Context: an optimization exercise on an open-source flow, tuned for small area and a short achievable clock period. The choices shown serve that exercise and are no tape-out recipe. The RTL was checked by simulation tests, not by an equivalence proof against the original design.

==> flow/design.v <==
`timescale 1ns/1ns
`default_nettype none
module dsconv_ctrl #(
    parameter integer ADDR_W = $clog2(16 * 8),
    parameter integer FILT_W = $clog2(4)
) (
    input  wire              clk,
    input  wire              rst,
    input  wire              start,
    output wire              pixel_valid,
    output reg  [ADDR_W-1:0] input_pixel_addr,
    output wire [FILT_W-1:0] pw_filter,
    output wire [FILT_W-1:0] bn_filter,
    output wire [ADDR_W-1:0] output_pixel_addr,
    output wire [FILT_W-1:0] output_filter,
    output wire              ready,
    output wire              done
);
    localparam [1:0] IDLE   = 2'd0;
    localparam [1:0] RUN    = 2'd1;
    localparam [1:0] DRAIN  = 2'd2;
    localparam [1:0] FINISH = 2'd3;
    localparam [ADDR_W-1:0] LAST_ADDR   = 16 * 8 - 1;
    localparam [FILT_W-1:0] LAST_FILTER = 4 - 1;
    reg  [1:0]        state;
    reg  [1:0]        state_next;
    reg  [FILT_W-1:0] in_filter;
    wire              frame_end;
    wire              pipe_busy;
    reg  [3:0]          tag_valid;
    reg  [4*ADDR_W-1:0] tag_addr;
    reg  [4*FILT_W-1:0] tag_filter;
    assign pixel_valid = start && (state == IDLE || state == RUN);
    assign frame_end   = pixel_valid && (input_pixel_addr == LAST_ADDR);
    assign pipe_busy = tag_valid[0] || tag_valid[1] || tag_valid[2];
    always @(*) begin
        state_next = state;
        case (state)
            IDLE:    if (start) state_next = RUN;
            RUN:     if (frame_end && in_filter == LAST_FILTER) state_next = DRAIN;
            DRAIN:   if (!pipe_busy) state_next = FINISH;
            FINISH:  state_next = IDLE;
            default: state_next = IDLE;
        endcase
    end
    always @(posedge clk) begin
        if (rst) begin
            state            <= IDLE;
            input_pixel_addr <= {ADDR_W{1'b0}};
            in_filter        <= {FILT_W{1'b0}};
        end else begin
            state <= state_next;
            if (pixel_valid) begin
                input_pixel_addr <= frame_end ? {ADDR_W{1'b0}} : input_pixel_addr + 1'b1;
                if (frame_end) begin
                    in_filter <= (in_filter == LAST_FILTER) ? {FILT_W{1'b0}} : in_filter + 1'b1;
                end
            end
        end
    end
    always @(posedge clk) begin
        if (rst) begin
            tag_valid  <= 4'b0;
            tag_addr   <= {4*ADDR_W{1'b0}};
            tag_filter <= {4*FILT_W{1'b0}};
        end else begin
            tag_valid  <= {tag_valid[2:0], pixel_valid};
            tag_addr   <= {tag_addr[3*ADDR_W-1:0], input_pixel_addr};
            tag_filter <= {tag_filter[3*FILT_W-1:0], in_filter};
        end
    end
    assign pw_filter = tag_filter[1*FILT_W +: FILT_W];     
    assign bn_filter = tag_filter[2*FILT_W +: FILT_W];
    assign output_pixel_addr = tag_addr[3*ADDR_W +: ADDR_W];
    assign output_filter     = tag_filter[3*FILT_W +: FILT_W];
    assign ready = tag_valid[3]
                   && ((tag_addr[3*ADDR_W +: ADDR_W] % 16) >= 3 - 1)
                   && ((tag_addr[3*ADDR_W +: ADDR_W] / 16) >= 3 - 1);
    assign done = (state == FINISH);
endmodule
`default_nettype wire
`timescale 1ns/1ns
`default_nettype none
module dsconv_line_buffer (
    input  wire                                   clk,
    input  wire                                   rst,
    input  wire                                   pixel_valid,
    input  wire [4*12-1:0] input_pixels,
    output wire [4*3*3*12-1:0] windows
);
    localparam integer K     = 3;
    localparam integer PW    = 12;
    localparam integer COL_W = $clog2(16);
    localparam [COL_W-1:0] LAST_COL = 16 - 1;
    reg [COL_W-1:0] col;     
    always @(posedge clk) begin
        if (rst) begin
            col <= {COL_W{1'b0}};
        end else if (pixel_valid) begin
            col <= (col == LAST_COL) ? {COL_W{1'b0}} : col + 1'b1;
        end
    end
    genvar c;
    generate
        for (c = 0; c < 4; c = c + 1) begin : g_channel
            reg [PW-1:0]     row_above     [0:16-1];
            reg [PW-1:0]     row_two_above [0:16-1];
            reg [K*K*PW-1:0] win;
            integer r, x;
            always @(posedge clk) begin
                if (pixel_valid) begin
                    row_two_above[col] <= row_above[col];
                    row_above[col]     <= input_pixels[c*PW +: PW];
                    for (r = 0; r < K; r = r + 1) begin
                        for (x = 0; x < K - 1; x = x + 1) begin
                            win[(r*K + x)*PW +: PW] <= win[(r*K + x + 1)*PW +: PW];
                        end
                    end
                    win[(K-1)*PW +: PW]   <= row_two_above[col];
                    win[(2*K-1)*PW +: PW] <= row_above[col];
                    win[(3*K-1)*PW +: PW] <= input_pixels[c*PW +: PW];     
                end
            end
            assign windows[c*K*K*PW +: K*K*PW] = win;
        end
    endgenerate
endmodule
`default_nettype wire
`timescale 1ns/1ns
`default_nettype none
module dsconv_depthwise_pe (
    input  wire                                                                     clk,
    input  wire                                                                     rst,
    input  wire [4*3*3*12-1:0] windows,
    output reg  [4*12-1:0]                               dw_pixels
);
localparam integer PIX_W = 12;
localparam integer ACC_W = 28;     
localparam signed [ACC_W-1:0] PIXEL_MAX = (2 ** (12 - 1)) - 1;
localparam signed [ACC_W-1:0] PIXEL_MIN = -PIXEL_MAX - 1;
function automatic signed [8-1:0] dw_coeff(input integer c, input integer k);
    dw_coeff = ((3 * c + k) % 7) - 3;
endfunction
function automatic signed [8-1:0] pw_coeff(input integer f, input integer c);
    pw_coeff = ((5 * f + 3 * c) % 9) - 4;
endfunction
function automatic signed [12-1:0] saturate(input signed [ACC_W-1:0] value);
    if (value > PIXEL_MAX) begin
        saturate = PIXEL_MAX[12-1:0];
    end else if (value < PIXEL_MIN) begin
        saturate = PIXEL_MIN[12-1:0];
    end else begin
        saturate = value[12-1:0];
    end
endfunction
    localparam integer TAPS = 3 * 3;
    reg [4*PIX_W-1:0] dw_next;
    reg signed [ACC_W-1:0] sum;
    reg signed [ACC_W-1:0] tap;
    reg signed [ACC_W-1:0] weight;
    integer c, k;
    always @(*) begin
        for (c = 0; c < 4; c = c + 1) begin
            sum = {ACC_W{1'b0}};
            for (k = 0; k < TAPS; k = k + 1) begin
                tap    = $signed(windows[(c*TAPS + k)*PIX_W +: PIX_W]);
                weight = dw_coeff(c, k);
                sum    = sum + tap * weight;
            end
            dw_next[c*PIX_W +: PIX_W] = saturate(sum >>> 4);
        end
    end
    always @(posedge clk) begin
        if (rst) begin
            dw_pixels <= {4*PIX_W{1'b0}};
        end else begin
            dw_pixels <= dw_next;
        end
    end
endmodule
`default_nettype wire
`timescale 1ns/1ns
`default_nettype none
module dsconv_pointwise_pe #(
    parameter integer FILT_W = $clog2(4)
) (
    input  wire                                        clk,
    input  wire                                        rst,
    input  wire [4*12-1:0] dw_pixels,
    input  wire [FILT_W-1:0]                           pw_filter,
    output reg  [12-1:0]                  pw_pixel
);
localparam integer PIX_W = 12;
localparam integer ACC_W = 28;     
localparam signed [ACC_W-1:0] PIXEL_MAX = (2 ** (12 - 1)) - 1;
localparam signed [ACC_W-1:0] PIXEL_MIN = -PIXEL_MAX - 1;
function automatic signed [8-1:0] dw_coeff(input integer c, input integer k);
    dw_coeff = ((3 * c + k) % 7) - 3;
endfunction
function automatic signed [8-1:0] pw_coeff(input integer f, input integer c);
    pw_coeff = ((5 * f + 3 * c) % 9) - 4;
endfunction
function automatic signed [12-1:0] saturate(input signed [ACC_W-1:0] value);
    if (value > PIXEL_MAX) begin
        saturate = PIXEL_MAX[12-1:0];
    end else if (value < PIXEL_MIN) begin
        saturate = PIXEL_MIN[12-1:0];
    end else begin
        saturate = value[12-1:0];
    end
endfunction
    reg signed [ACC_W-1:0]             sum;
    reg signed [ACC_W-1:0]             pix;
    reg signed [ACC_W-1:0]             weight;
    reg signed [8-1:0]   coeff;
    wire signed [ACC_W-1:0]            shifted;
    reg [PIX_W-1:0]                    pw_next;
    integer c, f;
    always @(*) begin
        sum = {ACC_W{1'b0}};
        for (c = 0; c < 4; c = c + 1) begin
            coeff = {8{1'b0}};
            for (f = 0; f < 4; f = f + 1) begin
                if (pw_filter == f) coeff = pw_coeff(f, c);
            end
            pix    = $signed(dw_pixels[c*PIX_W +: PIX_W]);
            weight = coeff;
            sum    = sum + pix * weight;
        end
    end
    assign shifted = sum >>> 4;
    always @(*) begin
        if (shifted < 0) begin
            pw_next = {PIX_W{1'b0}};     
        end else begin
            pw_next = saturate(shifted);
        end
    end
    always @(posedge clk) begin
        if (rst) begin
            pw_pixel <= {PIX_W{1'b0}};
        end else begin
            pw_pixel <= pw_next;
        end
    end
endmodule
`default_nettype wire
`timescale 1ns/1ns
`default_nettype none
module dsconv_batch_norm #(
    parameter integer FILT_W = $clog2(4)
) (
    input  wire                       clk,
    input  wire                       rst,
    input  wire [12-1:0] pw_pixel,
    input  wire [FILT_W-1:0]          bn_filter,
    output reg  [12-1:0] output_pixel
);
localparam integer PIX_W = 12;
localparam integer ACC_W = 28;     
localparam signed [ACC_W-1:0] PIXEL_MAX = (2 ** (12 - 1)) - 1;
localparam signed [ACC_W-1:0] PIXEL_MIN = -PIXEL_MAX - 1;
function automatic signed [8-1:0] dw_coeff(input integer c, input integer k);
    dw_coeff = ((3 * c + k) % 7) - 3;
endfunction
function automatic signed [8-1:0] pw_coeff(input integer f, input integer c);
    pw_coeff = ((5 * f + 3 * c) % 9) - 4;
endfunction
function automatic signed [12-1:0] saturate(input signed [ACC_W-1:0] value);
    if (value > PIXEL_MAX) begin
        saturate = PIXEL_MAX[12-1:0];
    end else if (value < PIXEL_MIN) begin
        saturate = PIXEL_MIN[12-1:0];
    end else begin
        saturate = value[12-1:0];
    end
endfunction
    wire signed [ACC_W-1:0] pix;
    wire signed [ACC_W-1:0] scale;
    wire signed [ACC_W-1:0] offset;
    wire signed [ACC_W-1:0] scaled;
    assign pix    = $signed(pw_pixel);
    assign scale  = $signed({1'b0, bn_filter}) * 8 + 48;
    assign offset = $signed({1'b0, bn_filter}) * 16 - 32;
    assign scaled = pix * scale + offset;
    always @(posedge clk) begin
        if (rst) begin
            output_pixel <= {PIX_W{1'b0}};
        end else begin
            output_pixel <= saturate(scaled >>> 6);
        end
    end
endmodule
`default_nettype wire
`timescale 1ns/1ns
`default_nettype none
module dsconv_top (
    input  wire        clk,
    input  wire        rst,
    input  wire        start,
    input  wire [47:0] input_pixels,         
    output wire [6:0]  input_pixel_addr,
    output wire [11:0] output_pixel,
    output wire [6:0]  output_pixel_addr,
    output wire [1:0]  output_filter,
    output wire        ready,
    output wire        done
);
    localparam integer K = 3;
    wire                                                pixel_valid;
    wire [1:0]                                          pw_filter;
    wire [1:0]                                          bn_filter;
    wire [4*K*K*12-1:0]     windows;
    wire [4*12-1:0]         dw_pixels;
    wire [12-1:0]                          pw_pixel;
    dsconv_ctrl dsconv_ctrl_i (
        .clk               (clk),
        .rst               (rst),
        .start             (start),
        .pixel_valid       (pixel_valid),
        .input_pixel_addr  (input_pixel_addr),
        .pw_filter         (pw_filter),
        .bn_filter         (bn_filter),
        .output_pixel_addr (output_pixel_addr),
        .output_filter     (output_filter),
        .ready             (ready),
        .done              (done)
    );
    dsconv_line_buffer dsconv_line_buffer_i (
        .clk          (clk),
        .rst          (rst),
        .pixel_valid  (pixel_valid),
        .input_pixels (input_pixels),
        .windows      (windows)
    );
    dsconv_depthwise_pe dsconv_depthwise_pe_i (
        .clk       (clk),
        .rst       (rst),
        .windows   (windows),
        .dw_pixels (dw_pixels)
    );
    dsconv_pointwise_pe dsconv_pointwise_pe_i (
        .clk       (clk),
        .rst       (rst),
        .dw_pixels (dw_pixels),
        .pw_filter (pw_filter),
        .pw_pixel  (pw_pixel)
    );
    dsconv_batch_norm dsconv_batch_norm_i (
        .clk          (clk),
        .rst          (rst),
        .pw_pixel     (pw_pixel),
        .bn_filter    (bn_filter),
        .output_pixel (output_pixel)
    );
endmodule
`default_nettype wire
localparam integer PIX_W = 12;
localparam integer ACC_W = 28;     
localparam signed [ACC_W-1:0] PIXEL_MAX = (2 ** (12 - 1)) - 1;
localparam signed [ACC_W-1:0] PIXEL_MIN = -PIXEL_MAX - 1;
function automatic signed [8-1:0] dw_coeff(input integer c, input integer k);
    dw_coeff = ((3 * c + k) % 7) - 3;
endfunction
function automatic signed [8-1:0] pw_coeff(input integer f, input integer c);
    pw_coeff = ((5 * f + 3 * c) % 9) - 4;
endfunction
function automatic signed [12-1:0] saturate(input signed [ACC_W-1:0] value);
    if (value > PIXEL_MAX) begin
        saturate = PIXEL_MAX[12-1:0];
    end else if (value < PIXEL_MIN) begin
        saturate = PIXEL_MIN[12-1:0];
    end else begin
        saturate = value[12-1:0];
    end
endfunction
==> flow/run.sh <==
#!/bin/bash
# synth_recipe.tcl (not shown) runs the flow's synth.tcl, then flattens the netlist and writes it again
# the make line also repeats each setting of config.mk as NAME=value (left out here)
make -C /OpenROAD-flow-scripts/flow DESIGN_CONFIG=/design/flow/config.mk WORK_HOME=/design/flow/orfs CLKGATE_MAP_FILE= SYNTH_SCRIPT=/design/flow/synth_recipe.tcl finish
==> flow/config.mk <==
export PLATFORM = sky130hd
export DESIGN_NAME = dsconv_top
export DESIGN_NICKNAME = dsconv_top
export VERILOG_FILES = /design/flow/design.v
export SDC_FILE = /design/flow/constraint.sdc
export NUM_CORES = 4
export LEC_CHECK = 0
export CAP_MARGIN = 20
export CORE_MARGIN = 2
export CORE_UTILIZATION = 40
export SLEW_MARGIN = 20
==> flow/constraint.sdc <==
create_clock -name core_clock -period 11.0 [get_ports {clk}]
set_input_delay 2.2000 -clock core_clock [delete_from_list [all_inputs] [get_ports {clk}]]
set_output_delay 2.2000 -clock core_clock [all_outputs]
set_load 0.01 [all_outputs]
==> flow_summary_export.csv <==
group,metric,value,unit
global_route,grt_pass1_vias,65440,
critical_path,end_kind,"flop",
place,hpwl,169.5,mm
yosys,syn_avg_cell_area,15.10,sq um
yosys,yosysSeqAreaShare,52.26,%
floorplanning,core,0.2906,sq mm
floorplanning,rows,198,
final_layout,mostFrequentLayoutCell,"edfxtp_1",
outcome,outcome,"timing/DRC/antenna clean",
route,via_per_inst,5.101,
sta,tightestPinTransition,1108,ps
global_route,grt_pass1_wl,394.3,mm
sta,fin_skew,115.1,ps
sta,slew_headroom,25.43,%
yosys,async_reset_ff_share,0,%
route,dr.pass1.iters,5,
global_route,grt_use_total,17.27,%
final_layout,drive_gt1_share,12.13,%
critical_path,max_stage_delay,550,ps
sta,rsz0062_at_grt,"false",
yosys,ys.flop_type,"edfxtp_1",
global_route,antenna_found_initial,12,
sta,finalCritPeriodShare,93.68,%
final_layout,multi_input_area,0.05008,sq mm
floorplanning,initial_core_util,40.17,%
critical_path,crit_slowest_cell,"fa_1",
sta,fmax,97.04,MHz
clocking,cts-resized-gates,0,
place,dp_cells,11600,
yosys,synth_enable_flop_cells,1944,
floorplanning,die_w,544.2,um
route,drt_first_iter_violations,4359,
critical_path,start_kind,"flop",
final_layout,seq_area,0.06103,sq mm
final_layout,stdcell_count,12000,
final_layout,synthToLayoutAreaGrowth,10.85,%
critical_path,crit_top_cell,"inv_1",
critical_path,crit_type,"reg2reg",
floorplanning,chipHeight,544.2,um
clocking,cts-htree-levels,4,
critical_path,required,11720,ps
sta,slew_violations,0,
final_layout,final_nets,9496,
place,place_ws,610.7,ps
yosys,syn-instance-count,7731,
final_layout,post-route-util,44.53,%
critical_path,critPathMaxFanout,27,
global_route,grt_max_degree,155,
clocking,clock_latency,920,ps
place,placement.io_buffers,80,
route,drtAntennaViolNets,0,
route,drc,0,
yosys,ys_warn_count,5,
final_layout,layout_common_cells,"edfxtp_1 (1944), inv_1 (1336), fa_1 (874)",
sta,fin_crit,10300,ps
critical_path,cp_data_arrival_time,11020,ps
sta,timing.hold.ws,348.8,ps
sta,tns,0,ps
sta,hold_violations,0,
worst_hold_path,hold_path_class,"reg2reg",
yosys,synthDistinctLibCells,105,
route,wl,252.0,mm
sta,setup_viol,0,
yosys,synth_seq_cells,2075,
route,routed-via-count,61190,
clocking,clk_pin_slew,60,ps
clocking,root_buffer,"clkbuf_16",
sta,finalWorstSetupSlack,695.4,ps
clocking,cts_tree,"done",
yosys,syn_area,0.1167,sq mm
clocking,cts_hold_buf,0,
floorplanning,ios,81,
route,wl_per_cell,21.00,um
clocking,post_cts_buffers,0,
global_route,overflow,0,
final_layout,n_fill_cell,25500,
clocking,clock-sinks,2075,
clocking,clk_path_buf_depth,4,
place,place_congestion,0.8390,
clocking,cts_buffers,216,
job,cap_violations,0,
floorplanning,die_area,0.2961,sq mm
## cell families after synthesis
family,after synthesis,share of synthesized area (%)
DFF,2075,52.26
buffers and inverters,1543,5.022
adders and majority gates,1529,22.02
and+or+nand+nor,991,4.240
AOI/OAI and AO/OA,757,4.473
muxes,490,9.349
xor gates and xnor gates,345,2.636
other,1,0.003213
## state kept, by name, indices dropped and copies added (netlist names), named ones only
signal	flops
dsconv_line_buffer_i.col	4
dsconv_line_buffer_i.g_channel.row_two_above	768
dsconv_line_buffer_i.g_channel.win	408
dsconv_pointwise_pe_i.pw_pixel	12
dsconv_ctrl_i.state	2
dsconv_ctrl_i.input_pixel_addr	7
dsconv_depthwise_pe_i.dw_pixels	48
dsconv_ctrl_i.tag_valid	4
dsconv_ctrl_i.tag_filter	8
dsconv_ctrl_i.tag_addr	28
dsconv_ctrl_i.in_filter	2
dsconv_batch_norm_i.output_pixel	12
dsconv_line_buffer_i.g_channel.row_above	768
## through the flow
stage,cell area [sq um]
CTS,129300
global placement,122500
global route,129400
detailed placement,122500
floorplan,116800
finish,129400
## cell usage after synthesis, drive strengths merged, types with 131 or more instances
library cell / instances / area (sq um)
xnor2: 241 / 2111
ha: 654 / 8183
fa: 875 / 17520
clkbuf: 150 / 564.3
o21ai: 134 / 670.6
edfxtp: 1944 / 58380
nand2: 220 / 825.8
mux4: 480 / 10810
a21oi: 191 / 982.2
nor2: 249 / 937.2
dfxtp: 131 / 2623
inv: 1337 / 5019
## worst max-delay path, delay by kind of cell (launching register included)
kind            cells  cell delay [ps]
fa+ha+maj          11             4870
compound gates     15             3100
simple gates        4              930
buf+inv             9              810
flops               1              340
xor+xnor            1              120
## final timing paths
kind / from / depth (start not counted) / slack (ps) / to
hold reg to reg: dsconv_line_buffer_i.g_channel[3].win[12] / 0 / 350 / dsconv_line_buffer_i.g_channel[3].win[0]
setup / recovery: dsconv_ctrl_i.tag_filter[2] / 40 / 700 / dsconv_pointwise_pe_i.pw_pixel[1]
setup reg to reg: dsconv_ctrl_i.tag_filter[2] / 40 / 700 / dsconv_pointwise_pe_i.pw_pixel[1]
hold / removal: dsconv_line_buffer_i.g_channel[3].win[12] / 0 / 350 / dsconv_line_buffer_i.g_channel[3].win[0]
## final cells by class
| class | instances | share of cell area [%] |
|---|---|---|
| Antenna cell | 3 | 0.005802 |
| Clock buffer | 271 | 4.385 |
| Clock inverter | 124 | 0.8858 |
| Inverter | 1338 | 3.890 |
| Multi-Input combinational cell | 4114 | 38.71 |
| Sequential cell | 2075 | 47.17 |
| Tap cell | 3900 | 3.771 |
| Timing Repair Buffer | 171 | 1.187 |
## layer usage
| metal | part of all wire, % | vias up | GRT usage (%) |
|---|---|---|---|
| met5 | 0.026 | - | 0 |
| met4 | 1.9 | 10 | 3.495 |
| met3 | 4.5 | 276 | 2.005 |
| met2 | 49 | 1198 | 28.85 |
| met1 | 45 | 31910 | 24.40 |
| li1 | - | 27800 | - |

what the ideal ports hide:
The flow's constraints put no driver on any port. The routed layout listed below was extracted and timed again, unchanged, in two steps. Step 1: set_driving_cell puts a clkbuf_16 on clk and a buf_2 on each other input, an assumption about the parent block. Step 2 moves the port delays by t, midway between the first and last clock arrival at a register: inputs arrive t later, outputs are due t later. That takes back most of the time a late clock gives input paths. Three values: ideal, step 1, step 2; two values: the first two.
t, ns: 0.954
setup slack, ns: 0.695 / 0.695 / 0.695
slew at the worst register clock pin (ns): 0.07 / 0.07
After both steps this run still meets setup and hold. The setup slack of this run moves by 0.000 ns with the drivers and by 0.000 ns with both steps.
